Background: an optimization exercise with open tools, aiming at small area. Do not read the settings as production practice. The RTL was checked by simulation tests, not by an equivalence proof against the original design. Power and IR drop assume default switching activity.

$ cat config.mk
export PLATFORM = sky130hd
export DESIGN_NAME = reg_bank_wb
export DESIGN_NICKNAME = reg_bank_wb
export VERILOG_FILES = /design/flow/design.v
export SDC_FILE = /design/flow/constraint.sdc
export NUM_CORES = 4
export LEC_CHECK = 0
export CAP_MARGIN = 20
export CORE_MARGIN = 2
export CORE_UTILIZATION = 40
export SLEW_MARGIN = 20
$ cat constraint.sdc
create_clock -name core_clock -period 10.0 [get_ports {clk}]
set_input_delay 2.0000 -clock core_clock [delete_from_list [all_inputs] [get_ports {clk}]]
set_output_delay 2.0000 -clock core_clock [all_outputs]
set_load 0.01 [all_outputs]
$ cat design.v
module reg_bank_wb #(
  parameter int               DATA_W   = 32,
  parameter int               SP_INDEX = 29,
  parameter logic [DATA_W-1:0] SP_RESET = 227
) (
  input  logic              clk,
  input  logic              reset,
  input  logic              wr_en,
  input  logic [4:0]        wr_addr,
  input  logic [DATA_W-1:0] wr_data,
  input  logic [4:0]        rd_addr1,
  input  logic [4:0]        rd_addr2,
  output logic [DATA_W-1:0] rd_data1,
  output logic [DATA_W-1:0] rd_data2,
  input  logic              dump_start,
  input  logic              dump_ready,
  output logic              dump_valid,
  output logic [4:0]        dump_idx,
  output logic [DATA_W-1:0] dump_data,
  output logic              dump_busy,
  output logic              dump_done
);
  typedef enum logic [1:0] {
    IDLE = 2'd0,
    SCAN = 2'd1,
    DONE = 2'd2
  } dump_state_t;
  logic [DATA_W-1:0] regs [32];
  dump_state_t       state_q, state_d;
  logic [4:0]        idx_q, idx_d;
  logic              wr_live;
  assign wr_live = wr_en && (wr_addr != 5'd0);
  always_ff @(posedge clk) begin
    if (reset) begin
      for (int i = 0; i < 32; i++) begin
        regs[i] <= (i == SP_INDEX) ? SP_RESET : '0;
      end
    end else if (wr_live) begin
      regs[wr_addr] <= wr_data;
    end
  end
  always_comb begin
    rd_data1  = regs[rd_addr1];
    rd_data2  = regs[rd_addr2];
    dump_data = regs[idx_q];
  end
  always_ff @(posedge clk) begin
    if (reset) begin
      state_q <= IDLE;
      idx_q   <= 5'd0;
    end else begin
      state_q <= state_d;
      idx_q   <= idx_d;
    end
  end
  always_comb begin
    state_d    = state_q;
    idx_d      = idx_q;
    dump_valid = 1'b0;
    dump_busy  = 1'b0;
    dump_done  = 1'b0;
    case (state_q)
      IDLE: begin
        if (dump_start) begin
          state_d = SCAN;
          idx_d   = 5'd0;
        end
      end
      SCAN: begin
        dump_valid = 1'b1;
        dump_busy  = 1'b1;
        if (dump_ready) begin
          if (idx_q == 5'd31) begin
            state_d = DONE;
          end else begin
            idx_d = idx_q + 5'd1;
          end
        end
      end
      DONE: begin
        dump_done = 1'b1;
        dump_busy = 1'b1;
        state_d   = IDLE;
        idx_d     = 5'd0;
      end
      default: begin
        state_d = IDLE;
        idx_d   = 5'd0;
      end
    endcase
  end
  assign dump_idx = idx_q;
endmodule
$ cat run.sh
#!/bin/bash
# synth_recipe.tcl (not shown) runs the flow's synth.tcl, then flattens the netlist and writes it again
# the make line also repeats each setting of config.mk as NAME=value (left out here)
make -C /OpenROAD-flow-scripts/flow DESIGN_CONFIG=/design/flow/config.mk WORK_HOME=/design/flow/orfs CLKGATE_MAP_FILE= SYNTH_SCRIPT=/design/flow/synth_recipe.tcl finish
==> flow_summary.ini, run 1 <==
[power]
power.share.clock_pct = 38.7
combPwrFrac_pct = 14.8
irDropWorstVdd_mv = 0.144
p_int_uw = 8030
pwr_density_cell_mw_per_mm2 = 155
power.net_switching_uw = 3140
p_sw_share_pct = 28.1
leakage_uw = 0.0264
p_seq_share_pct = 46.6

[synth]
async_reset_ff_share_pct = 0
yosys-top-cells-area = edfxtp_1 (47%), mux2i_1 (24%), and2_1 (9.5%)
syn_avg_cell_area_sq_um = 11.2
yosysMostFrequentCell = mux2i_1
netlist_area_sq_mm = 0.0653
synthDistinctLibCells = 40
synth_top_flop_cell = edfxtp_1
syn_inst = 5815
ys_warn_count = 1
synth-edff-count = 1024
synth_top_area_cell = edfxtp_1
yosysTopAreaCellShare_pct = 47.1
ys_ff_latch = 1036
netlist_top_cells_count = mux2i_1 (1536), edfxtp_1 (1024), and2_1 (990)
ys_seq_area_share_pct = 47.5

[worst_setup_path]
cp_max_fo = 41
worstSetupStartpointType = input port
crit_slowest_cell = buf_4
crit_required_ns = 8.00
max_stage_delay_ns = 0.75
crit_type = input port to primary output
cp_cell_sequence = clkdlybuf4s50_1 -> nor2b_4 -> buf_4 -> buf_4 -> a21oi_1 -> nand3_1 -> nand3_1 -> clkdlybuf4s50_1
crit_arrival_ns = 5.67
end_kind = primary output

[timing]
period_share_pct = 76.7
finalSetupTns_ns = 0
rsz0062_at_grt = false
setup_viol = 0
fmax_mhz = 130
fin_crit_ns = 7.67
worst_pin_slew_ns = 1.20
relSlewSlack_pct = 19.9
skew_ns = 0.00333
drv_slew = 0
finalHoldViolations = 0

[detailed_routing]
final_antenna_net_count = 0
drc_errors = 0
drtIter0Drc = 7447
vias = 50996
viasPerCell = 6.39
wire_per_inst_um = 33.9
wl_um = 270000
dr.pass1.iters = 7

[global_routing]
grtUsageTotal_pct = 31.3
grt_pass1_vias = 49736
grt_first_pass_wirelength_um = 374000
grt_max_degree = 126
overflow = 0
antenna_found_initial = 25

[finish]
area_growth_syn_to_layout_pct = 10.4
drive_gt1_share_pct = 7.08
num-nets-final = 5753
final_cells = 7975

[die]
fp.dieH_um = 408
ios = 156
fp.dieArea_sq_mm = 0.166
start_util_pct = 40.2
die_x_um = 408
rows = 148
coreArea_sq_mm = 0.162

[clock_network]
cts_buffers = 116
h-tree-depth = 3
postCtsSetupRepairBufs = 0
clock_path_buffers = 3
root_buffer = clkbuf_16
cts_tree = done
hold_buffers = 0
clkSlewWorstSetupHoldPaths_ns = 0.06
cts_resized = 0
cts.sinks = 1036
clk_latency_ns = 0.78

[placed_design]
place.gp.congestion = 0.872
place_inst = 7752
hpwl_um = 145000
port_buffers = 155

[worst_hold_path]
hp-class = flop to flop

[status]
outcome = complete, no violations

[flow_run]
cap_violations = 0
==> critical path, delay by kind of cell <==
| family | cells | cell delay [ns] |
|---|---|---|
| buf+inv | 4 | 2.35 |
| simple gates | 3 | 1.14 |
| compound gates | 1 | 0.11 |
==> final timing paths <==
check	startpoint	endpoint	slack, ns	cells after the start
worst min register to register	state_q[1]	state_q[1]	0.52	2
worst max register to register	idx_q[0]	idx_q[1]	7.83	7
worst min-delay path	state_q[1]	state_q[1]	0.52	2
worst max-delay path	rd_addr2[2]	rd_data2[11]	2.33	8
==> layout by cell type, fill, tap and decap left out, types with 3 or more instances in the layout <==
cell             netlist  layout
mux2i_1             1536    1536
edfxtp_1            1024    1024
and2_1               990     987
nand2_1              296     293
a21oi_1              290     290
a22oi_1              289     289
nand3_1              289     289
a22o_1               192     192
clkdlybuf4s50_1        0     147
buf_4                 97     128
clkbuf_16              0     118
nor3_1                97      97
a31oi_1               97      97
nor2_4                11      34
or2_2                 34      34
conb_1                 1      32
clkbuf_1             255      28
clkinv_1               0      27
buf_12                 0      22
clkinv_2               0      19
nor2_1                25      16
dfxtp_1               12      11
bufinv_16              0      11
diode_2                0       8
or3_1                  7       7
nor2b_4                0       6
nand2b_2               0       6
clkinvlp_4             0       6
ha_1                   5       5
buf_2                108       5
and2_4                 0       3
nand2_2                0       3
nand3b_1               3       3
==> power by group through the flow <==
stage          registers [uW]  clock network [uW]  logic, uW
6_report                 5200                4320       1650
2_1_floorplan            5230                   0        941
3_3_place_gp             5270                   0       1600
4_1_cts                  5190                4330       1610
5_1_grt                  5230                4490       1700
3_5_place_dp             5280                   0       1600
==> sequential cells by signal (all words and copies together) (netlist names), named ones only <==
name	cells
state_q	2
regs	1024
idx_q	5
==> cell type report <==
cell class	instances	area, sq um
antenna	8	20.0
fill	14957	90300
timing repair buffer	305	2960
multi-input combinational	4235	31700
tap	2175	2720
inverter	2	7.51
sequential	1036	31000
clock buffer	146	3060
clock inverter	68	634
==> kinds of logic (layout without fill, tap and decap cells) <==
group / count (synthesis) / count (layout) / share of synthesized area, %
compound gates: 870 / 870 / 9.07
xor+xnor: 3 / 3 / 0.0402
other cells: 1 / 40 / 0.00574
flops: 1036 / 1036 / 47.5
fa+ha+maj: 5 / 5 / 0.0958
buf+inv: 575 / 521 / 4.47
simple gates: 1788 / 1788 / 15.3
mux: 1537 / 1537 / 23.6
==> layer usage <==
metal  GRT usage [%]  up-vias  wire length, um
met5               0        -               86
met4            18.0       14            17000
met3            7.20      845            30300
met2            47.1     3513           117000
met1            41.2    25331           105000
li1                -    21293                -
==> stage by stage <==
step | setup WS [ns] | hold slack (ns) | power, uW | util, % | area [sq um]
2_1_floorplan | 4.85 | 0.465 | 6170 | - | 65400
3_3_place_gp | 2.50 | 0.504 | 6860 | 42.1 | 68400
3_5_place_dp | 2.44 | 0.518 | 6890 | 42.1 | 68400
4_1_cts | 2.43 | 0.528 | 11100 | 44.4 | 72100
5_1_grt | 2.29 | 0.562 | 11400 | 44.4 | 72100
6_report | 2.33 | 0.521 | 11200 | 44.4 | 72100
==> run 2, diff against run 1 <==
==> design.v (replaced) <==
module rb_hold (
  input  logic q, w, en, nen,
  output logic d
);
  assign d = (q & nen) | (w & en);
endmodule
module rb_oai2 (
  input  logic a0, n0, a1, n1,
  output logic y
);
  assign y = ~((a0 | n0) & (a1 | n1));
endmodule
module rb_rdport (
  input  logic [31:1][31:0] q,
  input  logic [31:0]       nsel,
  output logic [31:0]       y
);
  for (genvar b = 0; b < 32; b++) begin : g_bit
    logic [15:0] lo;
    for (genvar g = 0; g < 15; g++) begin : g_grp
      rb_oai2 u_oai (
        .a0(q[2*g+1][b]), .n0(nsel[2*g+1]),
        .a1(q[2*g+2][b]), .n1(nsel[2*g+2]),
        .y(lo[g])
      );
    end
    assign lo[15] = ~((q[31][b] | nsel[31]) & nsel[0]);
    assign y[b] = ~(|lo);
  end
endmodule
module reg_bank_wb (
  input  logic        clk,
  input  logic        reset,
  input  logic        wr_en,
  input  logic [4:0]  wr_addr,
  input  logic [31:0] wr_data,
  input  logic [4:0]  rd_addr1,
  input  logic [4:0]  rd_addr2,
  output logic [31:0] rd_data1,
  output logic [31:0] rd_data2,
  input  logic        dump_start,
  input  logic        dump_ready,
  output logic        dump_valid,
  output logic [4:0]  dump_idx,
  output logic [31:0] dump_data,
  output logic        dump_busy,
  output logic        dump_done
);
  localparam logic [31:0] SP_RESET = 32'd227;
  logic [31:1][31:0] regs, regs_d;
  logic [31:1] ld, nld;
  logic [31:0] wcol, wcol_sp;
  always_comb begin
    for (int r = 1; r < 32; r++)
      ld[r] = reset | (wr_en && (wr_addr == r));
    nld     = ~ld;
    wcol    = reset ? 32'd0 : wr_data;
    wcol_sp = reset ? SP_RESET : wr_data;
  end
  for (genvar r = 1; r < 32; r++) begin : g_row
    for (genvar b = 0; b < 32; b++) begin : g_col
      rb_hold u_hold (
        .q(regs[r][b]), .w((r == 29) ? wcol_sp[b] : wcol[b]),
        .en(ld[r]), .nen(nld[r]), .d(regs_d[r][b])
      );
    end
  end
  always_ff @(posedge clk) regs <= regs_d;
  logic       valid_q, done_q;
  logic [4:0] idx_q;
  always_ff @(posedge clk) begin
    if (reset) begin
      valid_q <= 1'b0;
      done_q  <= 1'b0;
      idx_q   <= 5'd0;
    end else begin
      done_q <= valid_q & dump_ready & (&idx_q);
      if (valid_q) begin
        if (dump_ready) begin
          if (&idx_q) valid_q <= 1'b0;
          else        idx_q   <= idx_q + 5'd1;
        end
      end else if (done_q) begin
        idx_q <= 5'd0;
      end else if (dump_start) begin
        valid_q <= 1'b1;
      end
    end
  end
  assign dump_valid = valid_q;
  assign dump_done  = done_q;
  assign dump_busy  = valid_q | done_q;
  assign dump_idx   = idx_q;
  logic [31:0] nsel1, nsel2, nseld;
  always_comb begin
    for (int r = 0; r < 32; r++) begin
      nsel1[r] = (rd_addr1 != r);
      nsel2[r] = (rd_addr2 != r);
      nseld[r] = (idx_q != r);
    end
  end
  rb_rdport u_rd1 (.q(regs), .nsel(nsel1), .y(rd_data1));
  rb_rdport u_rd2 (.q(regs), .nsel(nsel2), .y(rd_data2));
  rb_rdport u_rdd (.q(regs), .nsel(nseld), .y(dump_data));
endmodule
==> flow/run.sh (new file) <==
#!/bin/bash
# Own layout flow: the standard ORFS flow (standard.sh, unchanged
# synthesis), with two changes to how the layout is built:
#  - port buffers use the smallest buffer, sky130_fd_sc_hd__buf_1;
#  - the clock tree uses larger sink clusters and no dummy loads.
# The make output goes to flow.log; ORFS keeps each step's log under orfs/logs.
set -euo pipefail
export BUFFER_PORTS_ARGS="-buffer_cell sky130_fd_sc_hd__buf_1"
export CTS_ARGS="-sink_clustering_enable -repair_clock_nets -dont_use_dummy_load -sink_clustering_size 30 -sink_clustering_max_diameter 80 -buf_list {sky130_fd_sc_hd__clkbuf_8 sky130_fd_sc_hd__clkbuf_16}"
bash standard.sh > flow.log 2>&1
==> standard.sh (new file) <==
#!/bin/bash
# synth_recipe.tcl (not shown) runs the flow's synth.tcl, then flattens the netlist and writes it again
# the make line also repeats each setting of config.mk as NAME=value (left out here)
make -C /OpenROAD-flow-scripts/flow DESIGN_CONFIG=/design/flow/config.mk WORK_HOME=/design/flow/orfs CLKGATE_MAP_FILE= SYNTH_SCRIPT=/design/flow/synth_recipe.tcl "${@:-finish}"
--- a/config.mk
+++ b/config.mk
@@ -8,4 +8,8 @@
 export CAP_MARGIN = 20
+export CELL_PAD_IN_SITES_DETAIL_PLACEMENT = 1
 export CORE_MARGIN = 2
-export CORE_UTILIZATION = 40
+export CORE_UTILIZATION = 35
+export PLACE_DENSITY = 0.42
 export SLEW_MARGIN = 20
+export SYNTH_HIERARCHICAL = 1
+export SYNTH_MINIMUM_KEEP_SIZE = 0
removed: run.sh
==> run 2 against run 1 <==
Against the previous run: still clean; largest cell class unchanged; synthesized cell count fell by 25%; clock power fell by 37%; non-clock buffer count rose by 51; total power fell by 20%; area after synthesis fell by 33%; sequential share of layout area fell by 3.2 points.
==> flow_summary.ini, run 2 <==
[synth]
netlist_area_sq_mm = 0.0438
yosysMostFrequentCell = o22ai_1
yosysTopAreaCellShare_pct = 45.7
netlist_top_cells_count = o22ai_1 (1440), dfxtp_1 (999), a22o_1 (992)
ys_warn_count = 7
synthDistinctLibCells = 36
yosys-top-cells-area = dfxtp_1 (46%), o22ai_1 (21%), a22o_1 (20%)
synth_top_flop_cell = dfxtp_1
synth_top_area_cell = dfxtp_1
syn_inst = 4340
async_reset_ff_share_pct = 0
ys_seq_area_share_pct = 45.7
syn_avg_cell_area_sq_um = 10.1
ys_ff_latch = 999
synth-edff-count = 0

[clock_network]
postCtsSetupRepairBufs = 0
cts_resized = 0
clkSlewWorstSetupHoldPaths_ns = 0.07
h-tree-depth = 3
hold_buffers = 0
clock_path_buffers = 3
cts.sinks = 999
clk_latency_ns = 0.68
cts_tree = done
cts_buffers = 67
root_buffer = clkbuf_16

[worst_setup_path]
max_stage_delay_ns = 0.92
worstRegToRegCells = 7
end_kind = primary output
worstSetupStartpointType = input port
r2r_slack_ns = 7.76
cp_common_cell = buf_1
worst-path-buf-inv = 3
cp_max_fo = 24
crit_slowest_cell = nor4_1
crit_type = input port to primary output
r2r_start = idx_q[1]
cp_cell_sequence = buf_1 -> and3b_1 -> nand2_2 -> buf_4 -> o22ai_1 -> nor4_1 -> o2111ai_1 -> nor2_1 -> buf_1
path_delay_family = simple AND/OR/NAND/NOR gates
timing.rr.end = idx_q[1]
crit_required_ns = 8.00
crit_arrival_ns = 5.82

[finish]
final_cells = 6357
top_register = regs
largest_reg_flops = 992
reg_top3 = regs (992), idx_q (5)
mostFrequentLayoutCell = o22ai_1
final_cell_mix = o22ai_1 (1440), dfxtp_1 (999), a22o_1 (992)
nFillCells = 13818
drive_gt1_share_pct = 10.6
area_growth_syn_to_layout_pct = 14.8
num-nets-final = 4777

[placed_design]
hpwl_um = 172000
place.gp.congestion = 0.944
port_buffers = 155
place_inst = 6287

[die]
fp.dieH_um = 358
coreArea_sq_mm = 0.124
die_x_um = 358
rows = 129
ios = 156
fp.dieArea_sq_mm = 0.128
start_util_pct = 35.3

[timing]
fin_crit_ns = 7.82
fmax_mhz = 128
fin_hold_ws_ns = 0.545
finalHoldViolations = 0
drv_slew = 0
skew_ns = 0.0146
setup_viol = 0
period_share_pct = 78.2
worst_pin_slew_ns = 1.37
rsz0062_at_grt = false
relSlewSlack_pct = 7.53
finalSetupTns_ns = 0

[worst_hold_path]
hp-class = flop to flop
hold_start = regs[847]
whs_endpoint = regs[847]
hold_depth = 1

[power]
leakage_uw = 0.0200
pwr_density_cell_mw_per_mm2 = 178
irDropWorstVdd_mv = 0.141

[detailed_routing]
wl_um = 278000
final_antenna_net_count = 0
wire_per_inst_um = 43.7
dr.pass1.iters = 7
drc_errors = 0
drtIter0Drc = 7302
viasPerCell = 7.79
vias = 49549

[global_routing]
grt_pass1_vias = 46886
grt_first_pass_wirelength_um = 382000
overflow = 0
grt_max_degree = 42
grtUsageTotal_pct = 41.6
antenna_found_initial = 14

[status]
outcome = complete, no violations

[flow_run]
cap_violations = 0
[run 2: changes by cell type after synthesis, sizes merged, moves of 207 or more]
cell and change:
a21oi -255, a22o +800, a22oi -288, and2 -987
buf -247, clkbuf -280, dfxtp +987, edfxtp -1024
mux2i -1536, nand2 -207, nand3 -271, o22ai +1440
[run 2: cell type report]
cell class,count,area [sq um],share of cell area [%]
multi-input combinational,3289,24400,48.6
sequential,999,20000,39.8
timing repair buffer,356,2090,4.16
tap,1637,2050,4.07
clock buffer,67,1680,3.34
inverter,6,22.5,0.0448
antenna,3,7.51,0.0149
[run 2: kinds of logic (layout without fill, tap and decap cells)]
logic type / after synthesis / in the layout / share of synthesized area (%)
xor+xnor: 1 / 1 / 0.0200
fa+ha+maj: 6 / 6 / 0.172
simple gates: 686 / 686 / 10.3
flops: 999 / 999 / 45.7
other cells: 0 / 3 / 0
compound gates: 2596 / 2596 / 43.3
buf+inv: 52 / 429 / 0.500
[run 2: metal layers]
layer | up-vias | share of wire [%] | track usage (%)
met2 | 3523 | 42 | 61.1
met5 | - | 0.14 | 1.00
met1 | 25263 | 41 | 55.5
met4 | 18 | 4.7 | 17.0
li1 | 19939 | - | -
met3 | 806 | 12 | 14.3
[run 2: worst max path at each step]
stage / start / to / cells past startpoint / slack, ns
after CTS: rd_addr2[2] / rd_data2[2] / 9 / 2.51
after global placement: rd_addr2[1] / rd_data2[16] / 9 / 2.46
after global routing: rd_addr2[1] / rd_data2[24] / 9 / 2.18
after floorplan: rd_addr1[1] / rd_data1[0] / 7 / 4.15
after detailed placement: rd_addr2[3] / rd_data2[2] / 9 / 2.52
final: rd_addr2[1] / rd_data2[26] / 9 / 2.18
[run 2: metrics by stage]
stage	util [%]	setup slack [ns]	total power [uW]	area [sq um]
final	40.5	2.18	8960	50300
after global routing	40.5	2.18	9200	50300
after CTS	40.5	2.51	8900	50100
after detailed placement	39.1	2.52	6250	48500
after global placement	39.1	2.46	6230	48400
after floorplan	-	4.15	5440	43800
[run 2: worst reg2reg max path, stage by stage (launching register included)]
cell and delay (ns):
dfxtp_1 0.43, ha_1 0.47, and3_1 0.26, ha_1 0.27, clkinv_1 0.09, buf_4 0.30
nand4_1 0.20, a21oi_1 0.07
[run 2: where the power goes]
part	switching [uW]	internal (uW)	total, uW
logic	1010	531	1540
registers	397	4320	4710
clock network	1510	1190	2710
[run 2: modules after synthesis (local to each module, per instance)]
module	times used	flops+latches	cells	cell area, sq um
rb_rdport	3	0	199	1480
rb_oai2	1440	0	1	6.26
reg_bank_wb	1	999	1311	21600
rb_hold	992	0	1	8.76
==> run 3, diff against run 2 <==
--- a/flow/run.sh
+++ b/flow/run.sh
@@ -8,3 +8,3 @@
 export BUFFER_PORTS_ARGS="-buffer_cell sky130_fd_sc_hd__buf_1"
-export CTS_ARGS="-sink_clustering_enable -repair_clock_nets -dont_use_dummy_load -sink_clustering_size 30 -sink_clustering_max_diameter 80 -buf_list {sky130_fd_sc_hd__clkbuf_8 sky130_fd_sc_hd__clkbuf_16}"
+export CTS_ARGS="-sink_clustering_enable -repair_clock_nets -dont_use_dummy_load -sink_clustering_size 26 -sink_clustering_max_diameter 80 -buf_list {sky130_fd_sc_hd__clkbuf_16}"
 bash standard.sh > flow.log 2>&1
--- a/config.mk
+++ b/config.mk
@@ -10,4 +10,4 @@
 export CORE_MARGIN = 2
-export CORE_UTILIZATION = 35
-export PLACE_DENSITY = 0.42
+export CORE_UTILIZATION = 40
+export PLACE_DENSITY = 0.5
 export SLEW_MARGIN = 20
==> run 3 against run 2 <==
Against the previous run: still clean on timing, DRC and antenna; setup slack got worse by 0.14 ns; total power down 3.5%; count of clock-buffer cells in the layout down 12; critical path type unchanged; largest power group unchanged.
==> flow_summary.ini, run 3 <==
[status]
outcome = complete, no violations

[clock_network]
clock_path_buffers = 3
clkSlewWorstSetupHoldPaths_ns = 0.08
clk_latency_ns = 0.67
cts_tree = done
cts.sinks = 999
hold_buffers = 0
cts_buffers = 55
root_buffer = clkbuf_16
h-tree-depth = 2
postCtsSetupRepairBufs = 0
cts_resized = 0

[synth]
synthDistinctLibCells = 36
synth_top_family_by_area = compound AO/OA/AOI/OAI gates
synth_top_flop_cell = dfxtp_1
ys_warn_count = 7
ys_ff_latch = 999
netlist_top_cells_count = o22ai_1 (1440), dfxtp_1 (999), a22o_1 (992)
async_reset_ff_share_pct = 0
syn_inst = 4340
syn_avg_cell_area_sq_um = 10.1
netlist_area_sq_mm = 0.0438
yosys-top-cells-area = dfxtp_1 (46%), o22ai_1 (21%), a22o_1 (20%)
synthMuxAreaShare_pct = 0
yosysMostFrequentCell = o22ai_1
synth-compound-area-share_pct = 43.3
synth_xor_area_share_pct = 0.0200
synth-edff-count = 0
synthAdderAreaFrac_pct = 0.172
synth_top_area_cell = dfxtp_1
yosysTopAreaCellShare_pct = 45.7
ys_seq_area_share_pct = 45.7
synth-simple-area-share_pct = 10.3

[worst_setup_path]
cp_common_cell = buf_1
crit_type = input port to primary output
worst-path-buf-inv = 3
crit_arrival_ns = 5.96
path_delay_family = simple AND/OR/NAND/NOR gates
crit_required_ns = 8.00
crit_slowest_cell = nor4_1
end_kind = primary output
max_stage_delay_ns = 1.18
worstSetupStartpointType = input port
cp_max_fo = 18
cp_cell_sequence = buf_1 -> nor3_1 -> nand2_1 -> buf_4 -> o22ai_1 -> nor4_1 -> o2111ai_1 -> nor2_1 -> buf_1

[detailed_routing]
vias = 50849
wire_per_inst_um = 43.4
drc_errors = 0
dr.pass1.iters = 6
final_antenna_net_count = 0
drtIter0Drc = 7779
viasPerCell = 8.27
wl_um = 267000

[timing]
period_share_pct = 79.6
finalHoldViolations = 0
drv_slew = 0
worst_pin_slew_ns = 1.42
rsz0062_at_grt = false
fin_crit_ns = 7.96
relSlewSlack_pct = 4.43
skew_ns = 0.00101
finalSetupTns_ns = 0
fmax_mhz = 126
setup_viol = 0

[finish]
final_cells = 6148
drive_gt1_share_pct = 9.92
reg_top3 = regs (992), idx_q (5)
largest_reg_flops = 992
top_register = regs
fin_util_pct = 45.8
nFillCells = 12115
mostFrequentLayoutCell = o22ai_1
regArea_sq_mm = 0.0200
multi_input_area_sq_mm = 0.0243
num-nets-final = 4788
area_growth_syn_to_layout_pct = 13.7
final_cell_mix = o22ai_1 (1440), dfxtp_1 (999), a22o_1 (992)

[die]
rows = 121
coreArea_sq_mm = 0.109
die_x_um = 335
fp.dieH_um = 335
fp.dieArea_sq_mm = 0.112
start_util_pct = 40.3
ios = 156

[flow_run]
cap_violations = 0

[power]
irDropWorstVdd_mv = 0.132
leakage_uw = 0.0199
p_seq_share_pct = 54.5
p_sw_share_pct = 32.6
p_int_uw = 5830
power.share.clock_pct = 27.7
pwr_density_cell_mw_per_mm2 = 174
power.net_switching_uw = 2820
combPwrFrac_pct = 17.8

[placed_design]
place_inst = 6085
port_buffers = 155
hpwl_um = 160000
place.gp.congestion = 1.04

[global_routing]
overflow = 0
grtUsageTotal_pct = 45.4
grt_max_degree = 53
antenna_found_initial = 9
grt_first_pass_wirelength_um = 370000
grt_pass1_vias = 48810

[worst_hold_path]
hp-class = flop to flop
-- run 3: worst reg2reg max path, delay by kind of cell (launching register included) --
kind                     cells  cell delay, ns
buffers and inverters        2            0.68
adder cells (fa/ha/maj)      2            0.58
AND/OR/NAND/NOR              2            0.47
flip-flops                   1            0.37
AO/OA/AOI/OAI                1            0.16
-- run 3: path summary, 6_finish.rpt --
check	startpoint	slack, ns	endpoint	cells after the start
setup / recovery	rd_addr1[3]	2.04	rd_data1[11]	9
hold / removal	regs[502]	0.55	regs[502]	1
setup reg to reg	idx_q[0]	7.65	idx_q[1]	7
hold reg to reg	regs[502]	0.55	regs[502]	1
-- run 3: final cells by class --
| type | instances | area share, % |
|---|---|---|
| Multi-Input combinational cell | 3289 | 48.7 |
| Timing Repair Buffer | 379 | 4.69 |
| Sequential cell | 999 | 40.2 |
| Clock buffer | 55 | 2.77 |
| Inverter | 6 | 0.0453 |
| Antenna cell | 6 | 0.0302 |
| Tap cell | 1414 | 3.55 |
-- run 3: cell families after synthesis --
kind of cell | after synthesis
xor+xnor | 1
fa+ha+maj | 6
buf+inv | 52
flops | 999
simple gates | 686
compound gates | 2596
-- run 3: metal layers --
| layer | vias to the layer above | GRT usage (%) | part of all wire [%] |
|---|---|---|---|
| met4 | 16 | 26.1 | 6.5 |
| met3 | 1179 | 18.5 | 15 |
| li1 | 19968 | - | - |
| met1 | 25274 | 57.9 | 39 |
| met5 | - | 3.43 | 0.22 |
| met2 | 4412 | 63.9 | 40 |
-- run 3: Yosys stat by module, one instance, submodules excluded --
module	area [sq um]	flops+latches	cells inside
rb_oai2	6.26	0	1
rb_hold	8.76	0	1
reg_bank_wb	21600	999	1311
rb_rdport	1480	0	199
-- run 3: power groups by stage --
stage	registers (uW)	clock network [uW]	logic (uW)
after global placement	4770	0	1420
after detailed placement	4770	0	1440
after floorplan	4660	0	776
after global routing	4760	2530	1550
after CTS	4690	2400	1440
final	4710	2400	1540
-- run 3: stage by stage --
stage	hold WS [ns]	worst slack, ns	power, uW	instance area, sq um
3_5_place_dp	0.525	2.59	6210	48300
5_1_grt	0.564	2.28	8830	49800
4_1_cts	0.541	2.59	8530	49700
2_1_floorplan	0.484	4.15	5440	43800
3_3_place_gp	0.512	2.50	6180	48200
6_report	0.546	2.04	8650	49800
==> run 4, diff against run 3 <==
--- a/config.mk
+++ b/config.mk
@@ -10,4 +10,4 @@
 export CORE_MARGIN = 2
-export CORE_UTILIZATION = 40
-export PLACE_DENSITY = 0.5
+export CORE_UTILIZATION = 45
+export PLACE_DENSITY = 0.55
 export SLEW_MARGIN = 20
==> run 4 against run 3 <==
Against the previous run: now fails the layout checks on capacitance limit, slew limit; via count grew 0.17%; setup slack gained 0.10 ns; area after synthesis is the same; total power shrank 1.0%; critical path depth is the same.
==> flow_summary.ini, run 4 <==
[status]
outcome = failed layout checks
violations = capacitance limit, slew limit

[power]
leakage_uw = 0.0198
irDropWorstVdd_mv = 0.181
pwr_density_cell_mw_per_mm2 = 173
power_uw = 8560

[worst_setup_path]
path_delay_family = simple AND/OR/NAND/NOR gates
max_stage_delay_ns = 1.24
end_kind = primary output
critical_path_depth = 9
critPathLaunch = rd_addr1[4]
crit_required_ns = 8.00
crit_slowest_cell = nor4_1
worst-path-buf-inv = 3
worstRegToRegCells = 6
r2r_start = idx_q[0]
critPathCapture = rd_data1[3]
cp_max_fo = 32
crit_arrival_ns = 5.86
worstSetupStartpointType = input port
r2r_slack_ns = 7.91
cp_common_cell = buf_1
cp_cell_sequence = buf_1 -> nor3b_1 -> nand2_1 -> buf_4 -> o22ai_1 -> nor4_1 -> o2111ai_1 -> nor2_1 -> buf_1
timing.rr.end = idx_q[3]
crit_type = input port to primary output

[timing]
drv_slew = 2
skew_ns = 0.00496
fin_crit_ns = 7.86
setup_viol = 0
finalHoldViolations = 0
period_share_pct = 78.6
rsz0062_at_grt = false
finalSetupTns_ns = 0
worst_pin_slew_ns = 1.51
fmax_mhz = 127
relSlewSlack_pct = -1.75

[finish]
multi_input_area_sq_mm = 0.0243
final_cell_mix = o22ai_1 (1440), dfxtp_1 (999), a22o_1 (992)
area_growth_syn_to_layout_pct = 12.8
reg_top3 = regs (992), idx_q (5)
regArea_sq_mm = 0.0200
mostFrequentLayoutCell = o22ai_1
top_register = regs
largest_reg_flops = 992
num-nets-final = 4761
nFillCells = 10710
drive_gt1_share_pct = 9.38

[worst_hold_path]
hp-class = flop to flop
hold_start = regs[433]

[clock_network]
cts_tree = done
clk_latency_ns = 0.67
cts_buffers = 53
hold_buffers = 0
clock_path_buffers = 3
cts_resized = 0
clkSlewWorstSetupHoldPaths_ns = 0.08
root_buffer = clkbuf_16
postCtsSetupRepairBufs = 0
h-tree-depth = 2
cts.sinks = 999

[placed_design]
hpwl_um = 154000
place.gp.congestion = 1.03
port_buffers = 155

[detailed_routing]
drtIter0Drc = 8750
dr.pass1.iters = 9
wl_um = 252000
drc_errors = 0
viasPerCell = 8.51
final_antenna_net_count = 0
vias = 50933
wire_per_inst_um = 42.1

[die]
fp.dieArea_sq_mm = 0.0998
start_util_pct = 45.3
coreArea_sq_mm = 0.0966
rows = 114
fp.dieH_um = 316
die_x_um = 316
ios = 156

[synth]
ys_seq_area_share_pct = 45.7
yosys-top-cells-area = dfxtp_1 (46%), o22ai_1 (21%), a22o_1 (20%)
yosysMostFrequentCell = o22ai_1
synth_top_area_cell = dfxtp_1
synthDistinctLibCells = 36
netlist_area_sq_mm = 0.0438
synth_top_flop_cell = dfxtp_1
ys_warn_count = 7
syn_avg_cell_area_sq_um = 10.1
synth-edff-count = 0
netlist_top_cells_count = o22ai_1 (1440), dfxtp_1 (999), a22o_1 (992)
async_reset_ff_share_pct = 0
yosysTopAreaCellShare_pct = 45.7
ys_ff_latch = 999
syn_inst = 4340

[global_routing]
grtUsageTotal_pct = 47.9
grt_first_pass_wirelength_um = 351000
grt_max_degree = 59
antenna_found_initial = 19
overflow = 0
grt_pass1_vias = 47676

[flow_run]
cap_violations = 1
run 4: cell type report:
cell class              count  area share, %
clock buffers              53           2.69
repair buffers            354           4.33
diodes                      7         0.0355
well taps                1276           3.23
multi-input cells        3289           49.2
flip-flops and latches    999           40.5
inverters                   6         0.0456
run 4: power by group:
part           switching (uW)  leakage, uW  internal, uW
Sequential                389      0.00830          4320
Combinational             978       0.0108           530
Clock                    1400     0.000653           942
Total                    2770       0.0198          5790
run 4: routing by layer:
metal,vias to the layer above,track usage (%),share of wire [%]
met2,4683,67.3,40
met5,-,0,0.060
met3,1231,21.1,16
met4,22,25.3,6.3
li1,19929,-,-
met1,25068,61.4,37
run 4: cells by family (layout without fill, tap and decap cells):
family / Yosys count / in the layout / share of synthesized area [%]
AOI/OAI and AO/OA: 2596 / 2596 / 43.3
DFF: 999 / 999 / 45.7
and+or+nand+nor: 686 / 686 / 10.3
buffers and inverters: 52 / 413 / 0.500
adders and majority gates: 6 / 6 / 0.172
xor gates and xnor gates: 1 / 1 / 0.0200
other: 0 / 7 / 0
run 4: worst min-delay path by stage:
stage                end  cells past startpoint  slack (ns)
3_5_place_dp   regs[450]                      1        0.53
4_1_cts        regs[801]                      1        0.54
2_1_floorplan  regs[987]                      1        0.48
6_report       regs[433]                      1        0.55
3_3_place_gp   regs[274]                      1        0.51
5_1_grt        regs[914]                      1        0.57
run 4: worst reg2reg max path: stages, from the launching register on:
cell and delay (ns):
dfxtp_1 0.38, ha_1 0.33, and3_1 0.24, ha_1 0.23, nand3b_2 0.31, or3_1 0.38
a21oi_1 0.14
run 4: per-module statistics from Yosys (local to each module, per instance):
module | times used | cells
reg_bank_wb | 1 | 1311
rb_oai2 | 1440 | 1
rb_hold | 992 | 1
rb_rdport | 3 | 199
run 4: metrics by stage:
| stage | instances | hold WS [ns] | area (sq um) | setup WS (ns) | util, % |
|---|---|---|---|---|---|
| 2_1_floorplan | 4340 | 0.484 | 43800 | 4.15 | - |
| 3_3_place_gp | 5917 | 0.512 | 47700 | 2.66 | 49.4 |
| 3_5_place_dp | 5922 | 0.525 | 47900 | 2.77 | 49.6 |
| 4_1_cts | 5975 | 0.541 | 49200 | 2.76 | 50.9 |
| 5_1_grt | 5977 | 0.565 | 49400 | 2.52 | 51.1 |
| 6_report | 5984 | 0.545 | 49400 | 2.14 | 51.1 |
==> run 5, diff against run 4 <==
--- a/design.v
+++ b/design.v
@@ -11,2 +11,8 @@
   assign y = ~((a0 | n0) & (a1 | n1));
+endmodule
+module rb_nor16 (
+  input  logic [15:0] a,
+  output logic        y
+);
+  assign y = ~(|a);
 endmodule
@@ -27,3 +33,3 @@
     assign lo[15] = ~((q[31][b] | nsel[31]) & nsel[0]);
-    assign y[b] = ~(|lo);
+    rb_nor16 u_nor (.a(lo), .y(y[b]));
   end
--- a/config.mk
+++ b/config.mk
@@ -10,4 +10,4 @@
 export CORE_MARGIN = 2
-export CORE_UTILIZATION = 45
-export PLACE_DENSITY = 0.55
+export CORE_UTILIZATION = 40
+export PLACE_DENSITY = 0.5
 export SLEW_MARGIN = 20
==> run 5 against run 4 <==
Against the previous run: the run now finishes clean; area after synthesis is 1.4% lower; fmax grew 2.1%; register-to-register slack lost 0.05 ns; setup slack better by 0.16 ns; critical path depth down 1; clock power is 2% higher; routed wire length is 13% higher; final area shrank 0.99%; via count grew 3.4%; hold slack got worse by 0.0054 ns.
==> flow_summary.ini, run 5 <==
[synth]
netlist_top_cells_count = o22ai_1 (1440), dfxtp_1 (999), a22o_1 (992)
synth_top_family_by_area = compound AO/OA/AOI/OAI gates
synth_xor_area_share_pct = 0.0203
synthDistinctLibCells = 32
yosys-top-cells-area = dfxtp_1 (46%), o22ai_1 (21%), a22o_1 (20%)
ys_warn_count = 7
synth-simple-area-share_pct = 9.86
syn_avg_cell_area_sq_um = 9.95
synth-edff-count = 0
synth_top_area_cell = dfxtp_1
synthMuxAreaShare_pct = 0
async_reset_ff_share_pct = 0
syn_inst = 4337
netlist_area_sq_mm = 0.0432
synth_top_flop_cell = dfxtp_1
yosysMostFrequentCell = o22ai_1
ys_ff_latch = 999
synth-compound-area-share_pct = 43.1
synthAdderAreaFrac_pct = 0.174
yosysTopAreaCellShare_pct = 46.3
ys_seq_area_share_pct = 46.3

[detailed_routing]
dr.pass1.iters = 9
final_antenna_net_count = 0
wl_um = 284000
drc_errors = 0
viasPerCell = 8.62
vias = 52680
wire_per_inst_um = 46.5
drtIter0Drc = 9823

[finish]
final_cell_mix = o22ai_1 (1440), dfxtp_1 (999), a22o_1 (992)
nFillCells = 11988
num-nets-final = 4752
top_register = regs
reg_top3 = regs (992), idx_q (5)
drive_gt1_share_pct = 9.38
largest_reg_flops = 992
area_growth_syn_to_layout_pct = 13.3
mostFrequentLayoutCell = o22ai_1
final_cells = 6108

[global_routing]
grt_max_degree = 56
grt_first_pass_wirelength_um = 386000
antenna_found_initial = 30
grt_pass1_vias = 48715
grtUsageTotal_pct = 48.7
overflow = 0

[die]
ios = 156
start_util_pct = 40.3
rows = 120
fp.dieH_um = 332
coreArea_sq_mm = 0.107
fp.dieArea_sq_mm = 0.111
die_x_um = 332

[worst_setup_path]
worstSetupStartpointType = input port
crit_slowest_cell = nor4_1
cp_common_cell = buf_1
cp_max_fo = 17
crit_required_ns = 8.00
crit_arrival_ns = 5.70
path_delay_family = simple AND/OR/NAND/NOR gates
worst-path-buf-inv = 3
cp_cell_sequence = buf_1 -> nor2b_1 -> nand2_2 -> buf_4 -> o22ai_1 -> nor4_1 -> and4_1 -> buf_1
end_kind = primary output
max_stage_delay_ns = 1.00
crit_type = input port to primary output

[placed_design]
dp_slack_ns = 2.78
place_inst = 6041
port_buffers = 155
hpwl_um = 171000
place.gp.congestion = 1.04

[power]
p_seq_share_pct = 55.3
combPwrFrac_pct = 16.7
pwr_density_cell_mw_per_mm2 = 174
p_sw_share_pct = 32.2
irDropWorstVdd_mv = 0.143
power.share.clock_pct = 28.0
p_int_uw = 5770
power.net_switching_uw = 2740
leakage_uw = 0.0191

[clock_network]
hold_buffers = 0
cts_tree = done
postCtsSetupRepairBufs = 0
clkSlewWorstSetupHoldPaths_ns = 0.08
clk_latency_ns = 0.71
root_buffer = clkbuf_16
cts.sinks = 999
cts_resized = 0
clock_path_buffers = 3
h-tree-depth = 2
cts_buffers = 53

[timing]
rsz0062_at_grt = false
period_share_pct = 77.0
finalSetupTns_ns = 0
fin_ws_ns = 2.30
relSlewSlack_pct = 11.4
setup_viol = 0
skew_ns = 0.0247
fmax_mhz = 130
drv_slew = 0
finalHoldViolations = 0
fin_crit_ns = 7.70
worst_pin_slew_ns = 1.33

[worst_hold_path]
hp-class = flop to flop

[flow_run]
cap_violations = 0

[status]
outcome = complete, no violations
-- run 5: per-stage QoR --
stage / hold slack (ns) / power [uW] / util [%] / area [sq um]
CTS: 0.533 / 8380 / 45.6 / 48800
global placement: 0.507 / 6070 / 44.4 / 47500
finish: 0.540 / 8500 / 45.7 / 48900
floorplan: 0.484 / 5410 / - / 43200
global route: 0.554 / 8660 / 45.6 / 48900
detailed placement: 0.513 / 6100 / 44.4 / 47500
-- run 5: Yosys stat by module (local to each module, per instance) --
module       area (sq um)  times used  cells  flops+latches
reg_bank_wb         21600           1   1311            999
rb_rdport             190           3     38              0
rb_nor16             33.8          96      5              0
rb_hold              8.76         992      1              0
rb_oai2              6.26        1440      1              0
-- run 5: worst paths after layout --
check / from / end / slack, ns / cells past startpoint
min: regs[963] / regs[963] / 0.54 / 1
max: rd_addr1[0] / rd_data1[12] / 2.30 / 8
min reg2reg: regs[963] / regs[963] / 0.54 / 1
max reg2reg: idx_q[1] / idx_q[3] / 7.86 / 6
-- run 5: cells by family (layout without fill, tap and decap cells) --
family | after synthesis | after routing
other | 0 | 13
buffers and inverters | 52 | 407
xor gates and xnor gates | 1 | 1
DFF | 999 | 999
AOI/OAI and AO/OA | 2596 | 2596
adders and majority gates | 6 | 6
and+or+nand+nor | 683 | 683
-- run 5: power groups by stage --
stage	sequential, uW	combinational (uW)	clock, uW
after floorplan	4660	745	0
after global placement	4760	1310	0
after detailed placement	4770	1330	0
after CTS	4680	1340	2360
after global routing	4750	1420	2490
final	4700	1420	2380
-- run 5: final cells by class --
type	count	area, sq um	area share, %
well taps	1403	1760	3.59
inverters	6	22.5	0.0461
repair buffers	348	2050	4.20
flip-flops and latches	999	20000	40.9
multi-input cells	3286	23700	48.5
clock buffers	53	1330	2.71
diodes	13	32.5	0.0665
-- run 5: metal layers --
layer  wire length (um)  share of wire (%)  global-route usage [%]
met5                173              0.061                   0.478
met4              23100                8.1                    32.1
met3              47700                 17                    22.6
met2             109000                 38                    65.4
met1             104000                 37                    61.7

separate check: timing with driven ports:
The results above use ideal ports. As a check the final layouts listed here were re-extracted and re-timed, cells and wires unchanged.
Step 1 sets driving cells, clkbuf_16 on the clock port and buf_2 on the other inputs (assumed; they add their load-dependent delay and slew).
Step 2 adds t to the input delays and takes it off the output delays; t is the mean of the earliest and latest rising clock arrival at the registers after step 1. Input paths then give back, and output paths get back, about the clock's delay inside the block.
a / b / c = ideal / step 1 / step 2; a / b = the first two.
run	t, ns	setup WS [ns]	worst hold slack (ns)	worst register clock-pin slew, ns	worst slew at a driven data input, ns
run 1	0.841	2.330 / 2.273 / 2.273	0.521 / 0.521 / 0.521	0.07 / 0.07	0.23
run 2	0.779	2.180 / 2.154 / 2.154	0.545 / 0.545 / 0.545	0.12 / 0.12	0.18
run 3	0.789	2.042 / 2.008 / 2.008	0.546 / 0.546 / 0.546	0.11 / 0.11	0.08
run 4	0.770	2.145 / 2.112 / 2.112	0.545 / 0.545 / 0.545	0.11 / 0.11	0.05
run 5	0.785	2.303 / 2.263 / 2.263	0.540 / 0.540 / 0.540	0.12 / 0.12	0.20
For run 1, which loses most, drivers alone change the setup slack by -0.057 ns; drivers and shift together by -0.057 ns.
